Background: an optimization exercise with open tools, aiming at small area. Do not read the settings as production practice.
Only simulation tests tie the RTL to the original design; equivalence was not proved.
No activity file was given, so power comes from the tool's default toggle rates.

==> design.v <==
package rt_pkg;
  localparam int unsigned RAY_HWORDS = 12;
  localparam int unsigned CNT_HWORDS = 2;
  localparam int unsigned TRI_HWORDS = 18;
  typedef enum logic [2:0] {
    StIdle0 = 3'b000,   
    StIdle1 = 3'b001,   
    StRay   = 3'b010,
    StCnt   = 3'b011,
    StDone  = 3'b100,
    StTri   = 3'b110,
    StHold  = 3'b111
  } fetch_state_e;
endpackage
module avm_read_issuer (
  input  logic        clk,
  input  logic        load_i,
  input  logic [31:0] load_addr_i,
  input  logic        active_i,
  input  logic [4:0]  rec_len_i,
  input  logic        rsp_i,
  input  logic        waitrequest_i,
  output logic        read_o,
  output logic [31:0] address_o,
  output logic        rec_done_o
);
  logic [31:0] addr_q;
  logic [4:0]  req_q;
  logic [2:0]  pend_q;
  logic        all_req, accept;
  logic [31:1] addr_c;
  always_comb begin
    addr_c[1] = accept;
    for (int i = 2; i < 32; i++) addr_c[i] = addr_c[i-1] & addr_q[i-1];
  end
  assign all_req    = (req_q == rec_len_i);
  assign read_o     = active_i && !all_req && !pend_q[2];
  assign accept     = read_o && !waitrequest_i;
  assign rec_done_o = rsp_i && all_req && (pend_q == 3'd1);
  always_ff @(posedge clk) begin
    if (load_i) begin
      addr_q <= load_addr_i;
      req_q  <= '0;
      pend_q <= '0;
    end else begin
      addr_q[31:1] <= addr_q[31:1] ^ addr_c;
      if (rec_done_o) req_q <= '0;
      else req_q <= req_q ^ {&req_q[3:0] & accept, &req_q[2:0] & accept, &req_q[1:0] & accept, req_q[0] & accept, accept};
      pend_q <= pend_q + {{2{!accept && rsp_i}}, accept ^ rsp_i};
    end
  end
  assign address_o = addr_q;
endmodule
module scene_fetch (
  input  logic                 clk,
  input  logic                 reset,
  input  logic                 start,
  input  logic [31:0]          base_addr,
  output logic                 avm_m0_read,
  output logic [31:0]          avm_m0_address,
  output logic [1:0]           avm_m0_byteenable,
  input  logic                 avm_m0_waitrequest,
  input  logic [15:0]          avm_m0_readdata,
  input  logic                 avm_m0_readdatavalid,
  output logic [191:0]         o_ray,
  output logic                 o_ray_valid,
  output logic [287:0]         o_tri,
  output logic [31:0]          o_tri_index,
  output logic                 o_tri_valid,
  input  logic                 i_tri_ready,
  output logic                 o_tri_last,
  output logic [31:0]          o_tri_cnt,
  output logic                 o_busy,
  output logic                 o_done
);
  rt_pkg::fetch_state_e state_q;
  logic [287:0] rec_q;
  logic [191:0] ray_q;
  logic [31:0]  cnt_q, idx_q, idx_inc, cnt_new;
  logic [4:0]   rec_len;
  logic         idle, fetching, hold, last_hw, is_last, last_q, load;
  assign idle     = (state_q == rt_pkg::StIdle0) || (state_q == rt_pkg::StIdle1);
  assign hold     = (state_q == rt_pkg::StHold);
  assign fetching = (state_q == rt_pkg::StRay) || (state_q == rt_pkg::StCnt) || (state_q == rt_pkg::StTri);
  assign load     = idle && start;
  logic [31:0] idx_c;
  always_comb begin
    idx_c[0] = 1'b1;
    for (int i = 1; i < 32; i++) idx_c[i] = idx_c[i-1] & idx_q[i-1];
  end
  assign idx_inc  = idx_q ^ idx_c;
  assign is_last  = (idx_inc == cnt_q);
  assign cnt_new  = {avm_m0_readdata, rec_q[287:272]};
  always_comb begin
    unique case (state_q)
      rt_pkg::StRay: rec_len = 5'(rt_pkg::RAY_HWORDS);
      rt_pkg::StCnt: rec_len = 5'(rt_pkg::CNT_HWORDS);
      default:       rec_len = 5'(rt_pkg::TRI_HWORDS);
    endcase
  end
  avm_read_issuer u_issuer (
    .clk           (clk),
    .load_i        (load),
    .load_addr_i   (base_addr),
    .active_i      (fetching),
    .rec_len_i     (rec_len),
    .rsp_i         (avm_m0_readdatavalid),
    .waitrequest_i (avm_m0_waitrequest),
    .read_o        (avm_m0_read),
    .address_o     (avm_m0_address),
    .rec_done_o    (last_hw)
  );
  always_ff @(posedge clk) begin
    last_q <= is_last;
    if (avm_m0_readdatavalid) rec_q <= {avm_m0_readdata, rec_q[287:16]};
    if (avm_m0_readdatavalid && state_q == rt_pkg::StRay) ray_q <= {avm_m0_readdata, ray_q[191:16]};
    if (load) idx_q <= '0;
    else if (hold && i_tri_ready) idx_q <= idx_inc;
  end
  always_ff @(posedge clk) begin
    if (!reset) begin
      state_q <= rt_pkg::StIdle0;
      cnt_q   <= '0;
    end else begin
      unique case (state_q)
        rt_pkg::StIdle0, rt_pkg::StIdle1: if (start) begin
          state_q <= rt_pkg::StRay;
          cnt_q   <= '0;
        end
        rt_pkg::StRay: if (last_hw) state_q <= rt_pkg::StCnt;
        rt_pkg::StCnt: if (last_hw) begin
          cnt_q   <= cnt_new;
          state_q <= (cnt_new == 32'd0) ? rt_pkg::StDone : rt_pkg::StTri;
        end
        rt_pkg::StTri: if (last_hw) state_q <= rt_pkg::StHold;
        rt_pkg::StHold: if (i_tri_ready) state_q <= last_q ? rt_pkg::StDone : rt_pkg::StTri;
        rt_pkg::StDone: state_q <= rt_pkg::StIdle1;
        default: state_q <= rt_pkg::StIdle0;
      endcase
    end
  end
  assign avm_m0_byteenable = 2'b11;
  assign o_ray       = ray_q;
  assign o_ray_valid = (state_q != rt_pkg::StIdle0) && (state_q != rt_pkg::StRay);
  assign o_tri       = rec_q;
  assign o_tri_index = idx_q;
  assign o_tri_valid = hold;
  assign o_tri_last  = last_q;
  assign o_tri_cnt   = cnt_q;
  assign o_busy      = !idle;
  assign o_done      = (state_q == rt_pkg::StDone);
endmodule
==> flow/run.sh <==
#!/bin/bash
# The standard layout (standard.sh) with these changes:
# - synthesis maps logic with an area-oriented ABC script (flow/area.abc); the rest of the
#   synthesis, and so every register, is the standard one;
# - ports get the smallest buffer (buf_1) instead of the one buffer_ports picks by default;
# - CTS uses smaller clock buffers, larger sink clusters and no dummy loads.
set -eo pipefail
here=$(pwd)
cfg="${FLOW_CONFIG:-config.mk}"
cat >> "$cfg" <<'EOF'
export BUFFER_PORTS_ARGS = -buffer_cell sky130_fd_sc_hd__buf_1
export CTS_ARGS = -sink_clustering_enable -repair_clock_nets -dont_use_dummy_load -buf_list sky130_fd_sc_hd__clkbuf_8 -sink_clustering_size 20 -sink_clustering_max_diameter 50
EOF
export AREA_ABC_SCRIPT="$here/flow/area.abc"
{ head -n 1 synth_recipe.tcl; cat flow/abc_override.tcl; tail -n +2 synth_recipe.tcl; } > flow_synth.tcl
sed "s#SYNTH_SCRIPT=[^ ]*#SYNTH_SCRIPT=$here/flow_synth.tcl#" standard.sh > flow_standard.sh
grep -q "SYNTH_SCRIPT=$here/flow_synth.tcl" flow_standard.sh
bash flow_standard.sh > standard.log 2>&1
==> flow/abc_override.tcl <==
# Technology mapping with an area-oriented ABC script (flow/area.abc) instead of ORFS's
# speed script; everything else in the synthesis is the standard one.
proc abc {args} {
  set out {}
  for {set i 0} {$i < [llength $args]} {incr i} {
    set a [lindex $args $i]
    if {$a eq "-script"} { incr i; lappend out -script $::env(AREA_ABC_SCRIPT); continue }
    if {$a eq "-D"} { incr i; continue }
    lappend out $a
  }
  yosys abc {*}$out
}
==> flow/area.abc <==
strash
dch -f
amap
topo
==> standard.sh <==
#!/bin/bash
# synth_recipe.tcl (not shown) runs the flow's synth.tcl, then flattens the netlist and writes it again
# the make line also repeats each setting of config.mk as NAME=value (left out here)
make -C /OpenROAD-flow-scripts/flow DESIGN_CONFIG=/design/flow/config.mk WORK_HOME=/design/flow/orfs CLKGATE_MAP_FILE= SYNTH_SCRIPT=/design/flow/synth_recipe.tcl "${@:-finish}"
==> config.mk <==
export PLATFORM = sky130hd
export DESIGN_NAME = scene_fetch
export DESIGN_NICKNAME = scene_fetch
export VERILOG_FILES = /design/flow/design.v
export SDC_FILE = /design/flow/constraint.sdc
export NUM_CORES = 4
export LEC_CHECK = 0
export CAP_MARGIN = 20
export CORE_MARGIN = 2
export CORE_UTILIZATION = 60
export SLEW_MARGIN = 20
export BUFFER_PORTS_ARGS = -buffer_cell sky130_fd_sc_hd__buf_1
export CTS_ARGS = -sink_clustering_enable -repair_clock_nets -dont_use_dummy_load -buf_list sky130_fd_sc_hd__clkbuf_8 -sink_clustering_size 20 -sink_clustering_max_diameter 50
==> constraint.sdc <==
create_clock -name core_clock -period 10.0 [get_ports {clk}]
set_input_delay 2.0000 -clock core_clock [delete_from_list [all_inputs] [get_ports {clk}]]
set_output_delay 2.0000 -clock core_clock [all_outputs]
set_load 0.01 [all_outputs]
==> results of run 1 <==
==> critical path: cells and delay by family, from the launching register on <==
kind	cells	cell delay (ps)
compound gates	3	540
flops	1	420
fa+ha+maj	30	5520
buf+inv	1	380
simple gates	5	600
==> power by group through the flow <==
stage               sequential, uW  clock, uW  combinational [uW]
CTS                           2890       1080                 370
global placement              2930          0                 362
floorplan                     2990          0                98.9
finish                        2890       1050                 367
detailed placement            2940          0                 367
global route                  2900       1160                 392
==> per-stage QoR <==
step | cell area (sq um) | setup WS, ps
3_5_place_dp | 22300 | 1940
6_report | 22900 | 2450
2_1_floorplan | 19300 | 2370
3_3_place_gp | 22200 | 2100
4_1_cts | 22900 | 2460
5_1_grt | 22900 | 2000
==> cells in the mapped netlist (5+ instances only) <==
master / instances
nand2_1: 13
ha_1: 63
dfxtp_1: 107
a21oi_1: 21
edfxtp_1: 481
o22a_1: 30
xor2_1: 8
o21ai_0: 5
or4_1: 16
clkinv_1: 29
nor2_1: 102
a32oi_1: 31
a22oi_1: 31
nor3_1: 10
==> layer usage <==
metal / part of all wire [%] / up-vias / track usage (%)
met5: 0 / - / 0
met4: 2.4 / 0 / 7.14
met3: 10 / 74 / 9.63
met2: 51 / 595 / 52.1
met1: 37 / 5880 / 39.2
li1: - / 5173 / -
==> cell families after synthesis <==
group,Yosys count,share of synthesized area [%]
DFF,588,86.1
and+or+nand+nor,151,3.44
AOI/OAI and AO/OA,132,5.22
adders and majority gates,64,4.19
buffers and inverters,31,0.643
xor gates and xnor gates,9,0.409
other,1,0.0195
==> cell type report <==
| type | count | area, sq um |
|---|---|---|
| tap | 402 | 503 |
| clock buffer | 42 | 578 |
| multi-input combinational | 358 | 2580 |
| inverter | 29 | 109 |
| sequential | 588 | 16600 |
| fill | 2120 | 8700 |
| timing repair buffer | 644 | 2500 |
==> flip-flops by register name, summed over array words and instances, names as in the netlist <==
name,cells
u_issuer.addr_q,32
u_issuer.req_q,5
idx_q,32
last_q,1
rec_q,288
state_q,3
u_issuer.pend_q,3
cnt_q,32
ray_q,192
==> worst paths after layout <==
check,start,slack [ps],end,depth (start not counted)
hold reg to reg,rec_q[245]$_DFFE_PP_,410,rec_q[229]$_DFFE_PP_,0
setup reg to reg,state_q[1]$_SDFFE_PN0P_,2450,u_issuer.addr_q[30]$_DFF_P_,39
hold / removal,rec_q[245]$_DFFE_PP_,410,rec_q[229]$_DFFE_PP_,0
setup / recovery,state_q[1]$_SDFFE_PN0P_,2450,u_issuer.addr_q[30]$_DFF_P_,39
==> flow_summary.toml, run 1 <==
[synth]
synth_seq_cells = 588
synth_warnings = 2
synthFlopType = "edfxtp_1"
synthCells = 976
async_flop_share_pct = 0
synth_edf_count = 481
synthTopCellsByArea = "edfxtp_1 75%, dfxtp_1 11%, ha_1 4.1%"
yosys.area.top_type = "edfxtp_1"
syn_area_sq_um = 19300
seq_area_frac_synth_pct = 86.1
syn_avg_cell_area_sq_um = 19.7
synth_top_cell_area_share_pct = 75.0
ys_types = 31

[timing]
tightest_slew_ps = 1090
max_freq_mhz = 132
min_period_ps = 7550
rsz0062_at_grt = "false"
finalHoldViolCount = 0
slew-limit-headroom_pct = 27.0
maxSlewViolCount = 0
finalCritPeriodShare_pct = 75.5
final-setup-viol-count = 0
setup_tns_ps = 0
fin_skew_ps = 45.4
worst_hold_slack_ps = 407

[detailed_routing]
routed_wl_mm = 52.9
drt_iter0_drc = 1055
via_per_inst = 5.68
firstDrtPassIters = 7
vias = 11700
post_drt_wl_per_cell_um = 25.6
antenna_left = 0
drc = 0

[power]
report.power.total_uw = 4310
power.net_switching_uw = 1020
peakVddDrop_mv = 0.140
power.internal_uw = 3280
clkPwrFrac_pct = 24.5
combPwrFrac_pct = 8.5
p_per_area_nw_per_um2 = 188
power.share.sequential_pct = 67.0
netSwitchingFraction_pct = 23.8
p_leak_uw = 0.00783

[final_layout]
area_growth_pct = 18.6
final_core_util_pct = 72.4
final_common_cell = "buf_1"
drive_above_1_share_pct = 3.37
fin_nets = 1781
layoutNonFillerInstCount = 2063
final_cell_mix = "634 x buf_1, 481 x edfxtp_1, 107 x dfxtp_1"
antenna_cells = 0

[floorplanning]
rows = 65
design.portCount = 638
initial_utilization_pct = 61.1
die_x_um = 183
die_height_um = 183
die_area_sq_um = 33600
core_region_area_sq_um = 31600

[clocking]
cts_setup_buffers = 0
cts_root_buf = "clkbuf_8"
cts_buffers = 42
h-tree-depth = 2
cts.path.max_buffers = 3
cts_hold_buffers = 0
clk_pin_slew_ps = 110
cts_tree = "built"
cts.repair.resized = 0
clk_latency_ps = 580
cts_sinks = 588

[global_route]
grt_pass1_vias = 11000
grt.overflow.total = 0
grt.total_usage_pct = 30.7
grt_first_pass_wirelength_mm = 74.1
grt_max_degree = 203
antenna_found_initial = 1

[placed_design]
gp_congestion = 0.928
port_buffers = 635
placed_cells = 2021
dp_hpwl_mm = 40.1

[setup_path]
cp_common_cell = "ha_1"
crit_fanout = 34
cp_slowest_cell = "dfxtp_1"
cp-end-kind = "flop"
worstSetupPathType = "reg -> reg"
slowest_delay_ps = 420
critPathRequiredTime_ps = 10450
arrival_ps = 7990
startpoint_type = "flop"

[run_status]
status = "complete, no violations"

[job]
drv_cap = 0

[min_path]
min_path_type = "reg -> reg"
==> run 2, diff against run 1 <==
--- a/flow/run.sh
+++ b/flow/run.sh
@@ -10,5 +10,5 @@
 cat >> "$cfg" <<'EOF'
 export BUFFER_PORTS_ARGS = -buffer_cell sky130_fd_sc_hd__buf_1
-export CTS_ARGS = -sink_clustering_enable -repair_clock_nets -dont_use_dummy_load -buf_list sky130_fd_sc_hd__clkbuf_8 -sink_clustering_size 20 -sink_clustering_max_diameter 50
+export CTS_ARGS = -sink_clustering_enable -repair_clock_nets -dont_use_dummy_load -buf_list sky130_fd_sc_hd__clkbuf_8 -sink_clustering_size 14 -sink_clustering_max_diameter 40
 EOF
 export AREA_ABC_SCRIPT="$here/flow/area.abc"
--- a/config.mk
+++ b/config.mk
@@ -11,3 +11,3 @@
 export SLEW_MARGIN = 20
 export BUFFER_PORTS_ARGS = -buffer_cell sky130_fd_sc_hd__buf_1
-export CTS_ARGS = -sink_clustering_enable -repair_clock_nets -dont_use_dummy_load -buf_list sky130_fd_sc_hd__clkbuf_8 -sink_clustering_size 20 -sink_clustering_max_diameter 50
+export CTS_ARGS = -sink_clustering_enable -repair_clock_nets -dont_use_dummy_load -buf_list sky130_fd_sc_hd__clkbuf_8 -sink_clustering_size 14 -sink_clustering_max_diameter 40
==> run 2 against run 1 <==
Against the previous run:
- global-route usage rose by 0.096 points
- sequential power about the same
- hold slack better by 20 ps
- non-clock buffer count stayed put
- cell count grew 0.73%
- critical path depth did not move
- synthesized cell count did not move
- clock power grew 15%
- largest cell class unchanged
- critical endpoint unchanged
- total power grew 3.6%
- die area unchanged
- utilization up 0.65 points
- largest power group unchanged
==> flow_summary.toml, run 2 <==
[clocking]
cts.path.max_buffers = 3
cts_root_buf = "clkbuf_8"
cts_buffers = 57
cts_setup_buffers = 0
cts_tree = "built"
h-tree-depth = 2
cts_hold_buffers = 0
clk_pin_slew_ps = 90
clk_latency_ps = 590
cts.repair.resized = 0
cts_sinks = 588

[final_layout]
final_common_cell = "buf_1"
area.sequential_sq_um = 16600
area_growth_pct = 19.7
drive_above_1_share_pct = 4.24
regMostFlops = "rec_q"
antenna_cells = 0
fillers = 2088
largestRegisters = "rec_q: 288 flops, ray_q: 192 flops"
fin_nets = 1796
largest_reg_flops = 288
layoutNonFillerInstCount = 2078
final_cell_mix = "634 x buf_1, 481 x edfxtp_1, 107 x dfxtp_1"
multi_input_area_sq_um = 2580

[setup_path]
cp_slowest_cell = "dfxtp_1"
worstSetupPathType = "reg -> reg"
cp_top_family = "adder cells"
cp_common_cell = "ha_1"
slowest_delay_ps = 410
critPathBufInv = 1
startpoint_type = "flop"
crit_fanout = 34
arrival_ps = 8000
cp-end-kind = "flop"
critPathRequiredTime_ps = 10460

[floorplanning]
rows = 65
die_x_um = 183
initial_utilization_pct = 61.1
core_region_area_sq_um = 31600
design.portCount = 638
die_area_sq_um = 33600
die_height_um = 183

[detailed_routing]
drt_iter0_drc = 1022
routed_wl_mm = 53.2
post_drt_wl_per_cell_um = 25.6
firstDrtPassIters = 5
vias = 11800
antenna_left = 0
drc = 0
via_per_inst = 5.69

[synth]
synth_top_family_by_area = "compound AO/OA/AOI/OAI gates"
post-synth-top-count-cell = "edfxtp_1"
synth_seq_cells = 588
yosys.area_share.adder_pct = 4.19
synth_mux_area_share_pct = 0
syn_area_sq_um = 19300
synth_top_cell_area_share_pct = 75.0
synth_common_cells = "481 x edfxtp_1, 107 x dfxtp_1, 102 x nor2_1, 63 x ha_1"
synth_compound_area_share_pct = 5.22
synthFlopType = "edfxtp_1"
async_flop_share_pct = 0
ys_types = 31
synth-simple-area-share_pct = 3.44
yosys.area.top_type = "edfxtp_1"
synthXorXnorAreaFrac_pct = 0.409
synthCells = 976
synth_warnings = 2
synth_edf_count = 481
syn_avg_cell_area_sq_um = 19.7
seq_area_frac_synth_pct = 86.1
synthTopCellsByArea = "edfxtp_1 75%, dfxtp_1 11%, ha_1 4.1%"

[timing]
finalHoldViolCount = 0
slew-limit-headroom_pct = 23.8
fin_skew_ps = 33.9
rsz0062_at_grt = "false"
max_freq_mhz = 133
min_period_ps = 7540
tightest_slew_ps = 1140
maxSlewViolCount = 0
final-setup-viol-count = 0
finalCritPeriodShare_pct = 75.4
setup_tns_ps = 0

[placed_design]
gp_congestion = 0.928
port_buffers = 635
placed_cells = 2021
dp_hpwl_mm = 40.1

[global_route]
grt_max_degree = 203
grt.total_usage_pct = 30.8
grt_pass1_vias = 11100
antenna_found_initial = 1
grt.overflow.total = 0
grt_first_pass_wirelength_mm = 74.3

[power]
netSwitchingFraction_pct = 23.6
power.net_switching_uw = 1050
power.internal_uw = 3410
clkPwrFrac_pct = 27.1
power.share.sequential_pct = 64.7
report.power.total_uw = 4460
p_leak_uw = 0.00794
combPwrFrac_pct = 8.2
p_per_area_nw_per_um2 = 194
peakVddDrop_mv = 0.147

[run_status]
status = "complete, no violations"

[job]
drv_cap = 0

[min_path]
min_path_type = "reg -> reg"
## run 2: power groups by stage
stage	Sequential, uW	Clock (uW)	Combinational (uW)
6_report	2890	1210	367
5_1_grt	2900	1320	391
4_1_cts	2890	1230	368
3_5_place_dp	2940	0	367
3_3_place_gp	2930	0	362
2_1_floorplan	2990	0	98.9
## run 2: worst register-to-register path, delay by kind of cell (launching register included)
family | cells | cell delay, ps
buffers and inverters | 1 | 370
adders and majority gates | 30 | 5530
DFF | 1 | 410
AOI/OAI and AO/OA | 3 | 540
and+or+nand+nor | 5 | 600
## run 2: final cells by class
type / count / share of cell area [%]
multi-input cells: 358 / 11.2
clock buffers: 57 / 3.40
well taps: 402 / 2.18
flip-flops and latches: 588 / 71.9
inverters: 29 / 0.472
repair buffers: 644 / 10.8
## run 2: logic make-up after synthesis
kind of cell	after synthesis
compound gates	132
xor+xnor	9
fa+ha+maj	64
buf+inv	31
flops	588
other cells	1
simple gates	151
## run 2: stage by stage
step | hold slack, ps | utilization, % | worst slack [ps] | cell area, sq um
global route | 444 | 73.1 | 2020 | 23100
floorplan | 472 | - | 2370 | 19300
finish | 427 | 73.1 | 2460 | 23100
CTS | 429 | 73.1 | 2450 | 23100
detailed placement | 430 | 70.6 | 1940 | 22300
global placement | 427 | 70.5 | 2100 | 22200
## run 2: final timing paths
kind	startpoint	endpoint	slack [ps]	depth (start not counted)
min reg2reg	rec_q[215]$_DFFE_PP_	rec_q[199]$_DFFE_PP_	430	0
min	rec_q[215]$_DFFE_PP_	rec_q[199]$_DFFE_PP_	430	0
max reg2reg	state_q[1]$_SDFFE_PN0P_	u_issuer.addr_q[30]$_DFF_P_	2460	39
max	state_q[1]$_SDFFE_PN0P_	u_issuer.addr_q[30]$_DFF_P_	2460	39
## run 2: layer usage
layer	part of all wire, %	up-vias	track usage (%)
met5	0	-	0
met4	2.5	0	7.68
met3	11	85	9.51
met2	51	666	52.1
met1	36	5866	39.3
li1	-	5198	-
==> run 3, diff against run 2 <==
==> run.sh (new file) <==
#!/bin/bash
# synth_recipe.tcl (not shown) runs the flow's synth.tcl, then flattens the netlist and writes it again
# the make line also repeats each setting of config.mk as NAME=value (left out here)
make -C /OpenROAD-flow-scripts/flow DESIGN_CONFIG=/design/flow/config.mk WORK_HOME=/design/flow/orfs CLKGATE_MAP_FILE= SYNTH_SCRIPT=/design/flow/synth_recipe.tcl finish
==> config.mk (replaced) <==
export PLATFORM = sky130hd
export DESIGN_NAME = scene_fetch
export DESIGN_NICKNAME = scene_fetch
export VERILOG_FILES = /design/flow/design.v
export SDC_FILE = /design/flow/constraint.sdc
export NUM_CORES = 4
export LEC_CHECK = 0
export CAP_MARGIN = 20
export CORE_MARGIN = 2
export CORE_UTILIZATION = 60
export CTS_BUF_LIST = sky130_fd_sc_hd__clkbuf_8
export CTS_CLUSTER_DIAMETER = 40
export CTS_CLUSTER_SIZE = 14
export SLEW_MARGIN = 20
removed: flow/run.sh
removed: flow/abc_override.tcl
removed: flow/area.abc
removed: standard.sh
==> run 3 against run 2 <==
Against the previous run:
- still clean
- die area increased by 2.3%
- non-clock buffer count unchanged
- fmax decreased by 5.9%
- area after synthesis increased by 2.4%
- clock skew decreased by 0.65 ps
- hold slack improved by 24 ps
- clock-buffer cell count increased by 5
- via count increased by 0.74%
==> flow_summary.toml, run 3 <==
[run_status]
status = "complete, no violations"

[timing]
max_freq_mhz = 125
setup_tns_ps = 0
min_period_ps = 8010
tightest_slew_ps = 1010
fin_skew_ps = 33.2
rsz0062_at_grt = "false"
slew-limit-headroom_pct = 33.0
maxSlewViolCount = 0
final-setup-viol-count = 0
finalHoldViolCount = 0
setup_slack_ps = 1990
finalCritPeriodShare_pct = 80.1

[placed_design]
place_ws_ps = 1370
gp_congestion = 0.909
port_buffers = 635
dp_hpwl_mm = 45.6
placed_cells = 2084

[clocking]
cts.repair.resized = 0
cts.path.max_buffers = 3
h-tree-depth = 2
clk_pin_slew_ps = 90
cts_setup_buffers = 0
cts_hold_buffers = 0
clk_latency_ps = 640
cts_sinks = 588
cts_tree = "built"
cts_root_buf = "clkbuf_8"
cts_buffers = 58

[final_layout]
drive_above_1_share_pct = 7.56
area_growth_pct = 41.0
largestRegisters = "rec_q: 288 flops, ray_q: 192 flops"
fin_nets = 1822
regMostFlops = "rec_q"
layoutNonFillerInstCount = 2190
final_common_cell = "clkdlybuf4s50_1"
final_core_util_pct = 85.7
largest_reg_flops = 288
final_cell_mix = "634 x clkdlybuf4s50_1, 481 x edfxtp_1, 136 x nand2_1"
fillers = 1507
area.sequential_sq_um = 16600
multi_input_area_sq_um = 2930

[synth]
synth_compound_area_share_pct = 1.08
synthCells = 1030
yosys.area_share.adder_pct = 4.10
syn_avg_cell_area_sq_um = 19.2
synthFlopType = "edfxtp_1"
synth_mux_area_share_pct = 3.39
yosys.area.top_type = "edfxtp_1"
post-synth-top-count-cell = "edfxtp_1"
ys_types = 43
synth_seq_cells = 588
async_flop_share_pct = 0
synthTopCellsByArea = "edfxtp_1 73%, dfxtp_1 11%, ha_1 4.0%"
synth_common_cells = "481 x edfxtp_1, 136 x nand2_1, 107 x dfxtp_1, 63 x ha_1, 33 x mux2i_1"
synth_top_cell_area_share_pct = 73.2
synth_warnings = 2
synthXorXnorAreaFrac_pct = 1.91
syn_area_sq_um = 19700
seq_area_frac_synth_pct = 84.1
synth-simple-area-share_pct = 4.32
synth_top_family_by_area = "simple AND/OR/NAND/NOR gates"
synth_edf_count = 481

[floorplanning]
design.portCount = 638
die_area_sq_um = 34300
initial_utilization_pct = 60.8
die_height_um = 185
rows = 66
die_x_um = 185
core_region_area_sq_um = 32500

[detailed_routing]
routed_wl_mm = 60.8
via_per_inst = 5.43
drc = 0
post_drt_wl_per_cell_um = 27.7
firstDrtPassIters = 5
vias = 11900
antenna_left = 0
drt_iter0_drc = 1158

[power]
peakVddDrop_mv = 0.182
p_leak_uw = 0.0103
p_per_area_nw_per_um2 = 186

[setup_path]
cp_common_cell = "ha_1"
startpoint_type = "primary input"
cp-end-kind = "flop"
arrival_ps = 8540
cp_slowest_cell = "clkdlybuf4s50_1"
worstSetupPathType = "in -> reg"
crit_fanout = 2
critPathRequiredTime_ps = 10530
slowest_delay_ps = 490

[global_route]
grt.overflow.total = 0
grt.total_usage_pct = 34.6
grt_max_degree = 129
grt_first_pass_wirelength_mm = 81.9
grt_pass1_vias = 11700
antenna_found_initial = 2

[job]
drv_cap = 0

[min_path]
min_path_type = "reg -> reg"
==> run 3: cell count changes in the layout (fill, tap and decap cells not counted), sizes merged, moves of 31 or more <==
cell / before / now
clkdlybuf4s50: 0 / 634
a22oi: 31 / 0
mux2i: 0 / 33
nand2: 13 / 136
nor2: 102 / 11
buf: 643 / 10
a32oi: 31 / 0
==> run 3: logic make-up (layout without fill, tap and decap cells) <==
logic type,count (synthesis),in the layout
buf+inv,40,755
fa+ha+maj,64,64
xor+xnor,43,43
flops,588,588
compound gates,39,39
other cells,1,4
simple gates,192,192
mux,63,63
==> run 3: stage by stage <==
| stage | hold WS, ps | total power [uW] | instance area (sq um) |
|---|---|---|---|
| after floorplan | 496 | 3180 | 19700 |
| after global placement | 427 | 3600 | 26500 |
| after detailed placement | 431 | 3630 | 26500 |
| after CTS | 449 | 5180 | 27800 |
| after global routing | 458 | 5320 | 27800 |
| final | 451 | 5160 | 27800 |
==> run 3: report_power, final <==
part / switching, uW / total, uW / leakage [uW] / internal, uW
combinational: 304 / 627 / 0.00416 / 323
sequential: 112 / 2960 / 0.00550 / 2840
clock: 833 / 1580 / 0.000666 / 747
total: 1250 / 5160 / 0.0103 / 3910
==> run 3: path summary, 6_finish.rpt <==
kind / from / endpoint / slack (ps) / cells past startpoint
max: avm_m0_waitrequest / u_issuer.addr_q[30]$_DFF_P_ / 1990 / 34
min: rec_q[75]$_DFFE_PP_ / rec_q[59]$_DFFE_PP_ / 450 / 0
max reg2reg: state_q[1]$_SDFFE_PN0P_ / u_issuer.addr_q[30]$_DFF_P_ / 2360 / 36
min reg2reg: rec_q[75]$_DFFE_PP_ / rec_q[59]$_DFFE_PP_ / 450 / 0
==> run 3: metal layers <==
layer / track usage [%] / routed length, um
met5: 0 / 0
met4: 14.6 / 2630
met3: 12.6 / 7020
met2: 57.5 / 30400
met1: 40.8 / 20700
==> run 3: final cells by class <==
type	count	area share, %
sequential	588	59.6
multi-input combinational	403	10.5
antenna	2	0.0180
timing repair buffer	644	23.2
tap	442	1.99
inverter	9	0.121
clock buffer	62	3.07
clock inverter	40	1.39
==> run 3: worst max-delay path: cells and delay by family <==
kind | cells | cell delay (ps)
mux | 1 | 250
simple gates | 1 | 140
fa+ha+maj | 30 | 5580
buf+inv | 2 | 560

## separate check: timing with driven ports
No port has a modelled driver above. Below, the same layouts with a new extraction and two added sets of constraints. Step 1 sets driving cells, clkbuf_16 on the clock port and buf_2 on the other inputs (assumed; they add their load-dependent delay and slew). Step 2, shift: input delay + t, output delay - t, t = (earliest + latest rising clock arrival at the registers) / 2. This alone moves slack from input paths to output paths. Slacks: ideal ports / drivers / drivers and shift; pairs: ideal ports / drivers.
| run | shift t [ns] | setup WS [ns] | clock arrival spread, ns | slew at the worst register clock pin (ns) |
|---|---|---|---|---|
| run 1 | 0.607 | 2.453 / 2.453 / 1.971 | 0.047 / 0.047 | 0.12 / 0.12 |
| run 2 | 0.629 | 2.459 / 2.459 / 1.960 | 0.041 / 0.041 | 0.09 / 0.09 |
| run 3 | 0.669 | 1.988 / 1.995 / 1.326 | 0.039 / 0.039 | 0.09 / 0.09 |
After both steps setup and hold are still met in every run listed. For run 3, which loses most, drivers alone change the setup slack by +0.007 ns; drivers and shift together by -0.662 ns.
